From an optimization exercise on the open Yosys and OpenROAD flow, aimed at small area; shortcuts taken in it are not production practice. In this exercise RTL edits were held to simulation tests only and were not proved equivalent to the original. Power and IR drop assume default switching activity.

==> inputs of run a <==
==> flow/design.v <==
package reg_file_pkg;
  localparam int RF_DATA_W = 32;
  localparam int RF_ADDR_W = 5;
  localparam int RF_NREGS  = 32;
  localparam logic [RF_ADDR_W-1:0] REG_ZERO = 5'd0;
endpackage
module reg_en_word
#(
  parameter int DATA_W = reg_file_pkg::RF_DATA_W
) (
  input  logic              clk_i,
  input  logic              rst_i,
  input  logic              en_i,
  input  logic [DATA_W-1:0] d_i,
  output logic [DATA_W-1:0] q_o
);
  logic [DATA_W-1:0] word_q;
  logic [DATA_W-1:0] word_d;
  always_comb begin
    word_d = word_q;
    if (en_i) begin
      word_d = d_i;
    end
  end
  always_ff @(posedge clk_i or posedge rst_i) begin
    if (rst_i) begin
      word_q <= '0;
    end else begin
      word_q <= word_d;
    end
  end
  assign q_o = word_q;
endmodule
module reg_file
#(
  parameter int DATA_W = reg_file_pkg::RF_DATA_W,
  parameter int ADDR_W = reg_file_pkg::RF_ADDR_W,
  parameter int NREGS  = reg_file_pkg::RF_NREGS
) (
  input  logic              clk,
  input  logic              reset,
  input  logic              wr_en,
  input  logic [ADDR_W-1:0] wr_addr,
  input  logic [DATA_W-1:0] wr_data,
  input  logic [ADDR_W-1:0] rs_addr,
  input  logic [ADDR_W-1:0] rt_addr,
  output logic [DATA_W-1:0] rs_data,
  output logic [DATA_W-1:0] rt_data
);
  logic [DATA_W-1:0] words [NREGS];
  logic [NREGS-1:1]  wr_sel;
  always_comb begin
    wr_sel = '0;
    for (int i = 1; i < NREGS; i++) begin
      wr_sel[i] = wr_en && (wr_addr == ADDR_W'(i));
    end
  end
  assign words[0] = '0;
  for (genvar g = 1; g < NREGS; g++) begin : g_row
    reg_en_word #(
      .DATA_W (DATA_W)
    ) u_row (
      .clk_i (clk),
      .rst_i (reset),
      .en_i  (wr_sel[g]),
      .d_i   (wr_data),
      .q_o   (words[g])
    );
  end
  assign rs_data = words[rs_addr];
  assign rt_data = words[rt_addr];
endmodule
==> flow/run.sh <==
#!/bin/bash
# synth_recipe.tcl (not shown) runs the flow's synth.tcl, then flattens the netlist and writes it again
# the make line also repeats each setting of config.mk as NAME=value (left out here)
make -C /OpenROAD-flow-scripts/flow DESIGN_CONFIG=/design/flow/config.mk WORK_HOME=/design/flow/orfs CLKGATE_MAP_FILE= SYNTH_SCRIPT=/design/flow/synth_recipe.tcl finish
==> flow/config.mk <==
export PLATFORM = sky130hd
export DESIGN_NAME = reg_file
export DESIGN_NICKNAME = reg_file
export VERILOG_FILES = /design/flow/design.v
export SDC_FILE = /design/flow/constraint.sdc
export NUM_CORES = 4
export LEC_CHECK = 0
export CAP_MARGIN = 20
export CORE_MARGIN = 2
export CORE_UTILIZATION = 40
export SLEW_MARGIN = 20
==> flow/constraint.sdc <==
create_clock -name core_clock -period 7.0 [get_ports {clk}]
set_input_delay 1.4000 -clock core_clock [delete_from_list [all_inputs] [get_ports {clk}]]
set_output_delay 1.4000 -clock core_clock [all_outputs]
set_load 0.01 [all_outputs]
==> run b: changes against run a <==
==> flow/design.v, changed modules only <==
module rf_hold (
  input  logic en_i,
  input  logic en_ni,
  input  logic x_i,
  input  logic q_i,
  output logic d_o
);
  assign d_o = ~((en_ni | x_i) & (en_i | q_i));
endmodule
module rf_aoi222 (
  input  logic s0_i,
  input  logic d0_i,
  input  logic s1_i,
  input  logic d1_i,
  input  logic s2_i,
  input  logic d2_i,
  output logic y_no
);
  assign y_no = ~((s0_i & d0_i) | (s1_i & d1_i) | (s2_i & d2_i));
endmodule
module reg_file
#(
  parameter int DATA_W = reg_file_pkg::RF_DATA_W,
  parameter int ADDR_W = reg_file_pkg::RF_ADDR_W,
  parameter int NREGS  = reg_file_pkg::RF_NREGS
) (
  input  logic              clk,
  input  logic              reset,
  input  logic              wr_en,
  input  logic [ADDR_W-1:0] wr_addr,
  input  logic [DATA_W-1:0] wr_data,
  input  logic [ADDR_W-1:0] rs_addr,
  input  logic [ADDR_W-1:0] rt_addr,
  output logic [DATA_W-1:0] rs_data,
  output logic [DATA_W-1:0] rt_data
);
  localparam int NGRP = (NREGS - 1) / 3;
  logic [DATA_W-1:0] words [NREGS];
  logic [NREGS-1:1]  wr_sel;
  logic [NREGS-1:1]  valid_q;
  logic [NREGS-1:1]  rs_sel;
  logic [NREGS-1:1]  rt_sel;
  logic              phase_q;
  logic [DATA_W-1:0] wr_enc;
  logic [DATA_W-1:0] rs_raw;
  logic [DATA_W-1:0] rt_raw;
  logic              rs_flip;
  logic              rt_flip;
  always_comb begin
    wr_sel = '0;
    for (int i = 1; i < NREGS; i++) begin
      wr_sel[i] = wr_en && (wr_addr == ADDR_W'(i));
    end
  end
  always_ff @(posedge clk or posedge reset) begin
    if (reset) begin
      valid_q <= '0;
    end else begin
      valid_q <= valid_q | wr_sel;
    end
  end
  always_ff @(posedge clk or posedge reset) begin
    if (reset) begin
      phase_q <= 1'b0;
    end else begin
      phase_q <= ~phase_q;
    end
  end
  assign wr_enc = ~(wr_data ^ {DATA_W{phase_q}});
  assign words[0] = '0;
  for (genvar g = 1; g < NREGS; g++) begin : g_row
    logic [DATA_W-1:0] word_q;
    logic [DATA_W-1:0] word_d;
    logic              wr_sel_n;
    assign wr_sel_n = ~wr_sel[g];
    for (genvar b = 0; b < DATA_W; b++) begin : g_bit
      rf_hold u_hold (
        .en_i  (wr_sel[g]),
        .en_ni (wr_sel_n),
        .x_i   (wr_enc[b]),
        .q_i   (word_q[b]),
        .d_o   (word_d[b])
      );
    end
    always_ff @(posedge clk) begin
      word_q <= word_d;
    end
    assign words[g] = word_q;
  end
  always_comb begin
    for (int i = 1; i < NREGS; i++) begin
      rs_sel[i] = valid_q[i] && (rs_addr == ADDR_W'(i));
      rt_sel[i] = valid_q[i] && (rt_addr == ADDR_W'(i));
    end
  end
  for (genvar b = 0; b < DATA_W; b++) begin : g_bit
    logic [NGRP-1:0] rs_grp_n;
    logic [NGRP-1:0] rt_grp_n;
    logic            rs_rest;
    logic            rt_rest;
    for (genvar k = 0; k < NGRP; k++) begin : g_grp
      rf_aoi222 u_rs (
        .s0_i (rs_sel[3*k+1]), .d0_i (words[3*k+1][b]),
        .s1_i (rs_sel[3*k+2]), .d1_i (words[3*k+2][b]),
        .s2_i (rs_sel[3*k+3]), .d2_i (words[3*k+3][b]),
        .y_no (rs_grp_n[k])
      );
      rf_aoi222 u_rt (
        .s0_i (rt_sel[3*k+1]), .d0_i (words[3*k+1][b]),
        .s1_i (rt_sel[3*k+2]), .d1_i (words[3*k+2][b]),
        .s2_i (rt_sel[3*k+3]), .d2_i (words[3*k+3][b]),
        .y_no (rt_grp_n[k])
      );
    end
    always_comb begin
      rs_rest = 1'b0;
      rt_rest = 1'b0;
      for (int i = 3 * NGRP + 1; i < NREGS; i++) begin
        rs_rest = rs_rest | (rs_sel[i] & words[i][b]);
        rt_rest = rt_rest | (rt_sel[i] & words[i][b]);
      end
    end
    assign rs_raw[b] = rs_rest | ~&rs_grp_n;
    assign rt_raw[b] = rt_rest | ~&rt_grp_n;
  end
  assign rs_flip = (|rs_sel) & ~phase_q;
  assign rt_flip = (|rt_sel) & ~phase_q;
  assign rs_data = rs_raw ^ {DATA_W{rs_flip}};
  assign rt_data = rt_raw ^ {DATA_W{rt_flip}};
endmodule
// module reg_en_word removed
==> flow/flow/run.sh (new file) <==
#!/bin/bash
# The standard ORFS layout, with two changes:
#  - the buffers that the flow puts on every input and output port are the
#    smallest buffer cell (buf_1) instead of the cell buffer_ports picks by
#    default (clkdlybuf4s50_1); every port still gets its own buffer;
#  - before global placement, flow/upsize.tcl gives the drivers of high-fanout
#    nets a stronger drive strength, so that placement inserts fewer buffers.
# The make output goes to standard_flow.log here; ORFS keeps each step's log
# under orfs/logs/.
set -euo pipefail
here=$(pwd)
bash standard.sh "BUFFER_PORTS_ARGS=-buffer_cell sky130_fd_sc_hd__buf_1" \
  "PRE_GLOBAL_PLACE_TCL=$here/flow/upsize.tcl" finish > standard_flow.log 2>&1
==> flow/flow/upsize.tcl (new file) <==
# Sourced before global placement (PRE_GLOBAL_PLACE_TCL). Gives the driver of
# every signal net with 12 or more loads a stronger drive strength of the same
# cell (drive 2, else drive 4), so that the placement-time repair needs fewer
# buffers on those nets. Only the drive strength changes; flip-flops and clock
# nets are left alone.
set block [ord::get_db_block]
set n_up 0
foreach net [$block getNets] {
  set st [$net getSigType]
  if {$st eq "POWER" || $st eq "GROUND" || $st eq "CLOCK"} continue
  set drv ""
  set nload 0
  foreach it [$net getITerms] {
    if {[$it isOutputSignal]} { set drv $it } elseif {[$it isInputSignal]} { incr nload }
  }
  if {$drv eq "" || $nload < 12} continue
  set inst [$drv getInst]
  set m [[$inst getMaster] getName]
  if {[string match "*df*" $m]} continue
  if {![regexp {^(sky130_fd_sc_hd__[a-z0-9]+)_(\d+)$} $m -> base sz]} continue
  foreach t {2 4} {
    if {$t <= $sz} continue
    set nm [[ord::get_db] findMaster ${base}_$t]
    if {$nm ne "NULL"} { $inst swapMaster $nm; incr n_up; break }
  }
}
puts "upsize.tcl: upsized $n_up high-fanout drivers"
==> flow/standard.sh (new file) <==
#!/bin/bash
# synth_recipe.tcl (not shown) runs the flow's synth.tcl, then flattens the netlist and writes it again
# the make line also repeats each setting of config.mk as NAME=value (left out here)
make -C /OpenROAD-flow-scripts/flow DESIGN_CONFIG=/design/flow/config.mk WORK_HOME=/design/flow/orfs CLKGATE_MAP_FILE= SYNTH_SCRIPT=/design/flow/synth_recipe.tcl "${@:-finish}"
CORE_UTILIZATION = 52   (was 40)
CTS_BUF_LIST = sky130_fd_sc_hd__clkbuf_16   (was not set)
CTS_CLUSTER_DIAMETER = 90   (was not set)
CTS_CLUSTER_SIZE = 28   (was not set)
SYNTH_HIERARCHICAL = 1   (was not set)
removed: flow/run.sh
==> comparison table <==
metric                                                                                run a                     run b
Run status                                                 no timing/DRC/antenna violations  no timing/DRC/antenna violations
R2R setup slack                                                                     6.10 ns                   4.77 ns
Power Sequential                                                                    7920 uW                   8380 uW
Area taken by multi-input logic gates                                             24200 um2                 16800 um2
Multiplexer area fraction after synthesis                                            22.56%                   0.1811%
Prevailing post-synth register cell                                sky130_fd_sc_hd__dfrtp_1  sky130_fd_sc_hd__dfxtp_1
Worst slew margin                                                                    19.29%                    12.81%
Fraction of post-synthesis cell area in the top cell type by area                    49.22%                    53.24%
Die area                                                                         128900 um2                 73890 um2
Largest driver fanout on the critical path                                               18                        33
Post-DP Area                                                                      54240 um2                 40060 um2
Placeable core region                                                            125400 um2                 71240 um2
Clock period minus final worst setup slack                                         6.801 ns                  6.616 ns

-- afterwards: timing with drivers on the ports --
How much do the figures lean on ideal ports? The routed layouts below were timed once more, with nothing changed but the port constraints.
Step 1, drivers: a clkbuf_16 drives clk and a buf_2 each remaining input, both assumed.
Step 2 moves the port delays by t, midway between the first and last clock arrival at a register: inputs arrive t later, outputs are due t later. That takes back most of the time a late clock gives input paths.
a / b / c = no drivers / after step 1 / after step 2; a / b = the first two.
| run | t, ns | slack for setup (ns) | hold WS [ns] | worst data-port slew with drivers (ns) |
|---|---|---|---|---|
| run a | 0.821 | 0.199 / 0.091 / 0.091 | 0.520 / 0.520 / 0.520 | 0.23 |
| run b | 0.702 | 0.384 / 0.352 / 0.352 | 0.478 / 0.478 / 0.478 | 0.11 |
After both steps every run listed still meets setup and hold. The setup slack of run a, which loses most, moves by -0.108 ns with the drivers and by -0.108 ns with both steps.
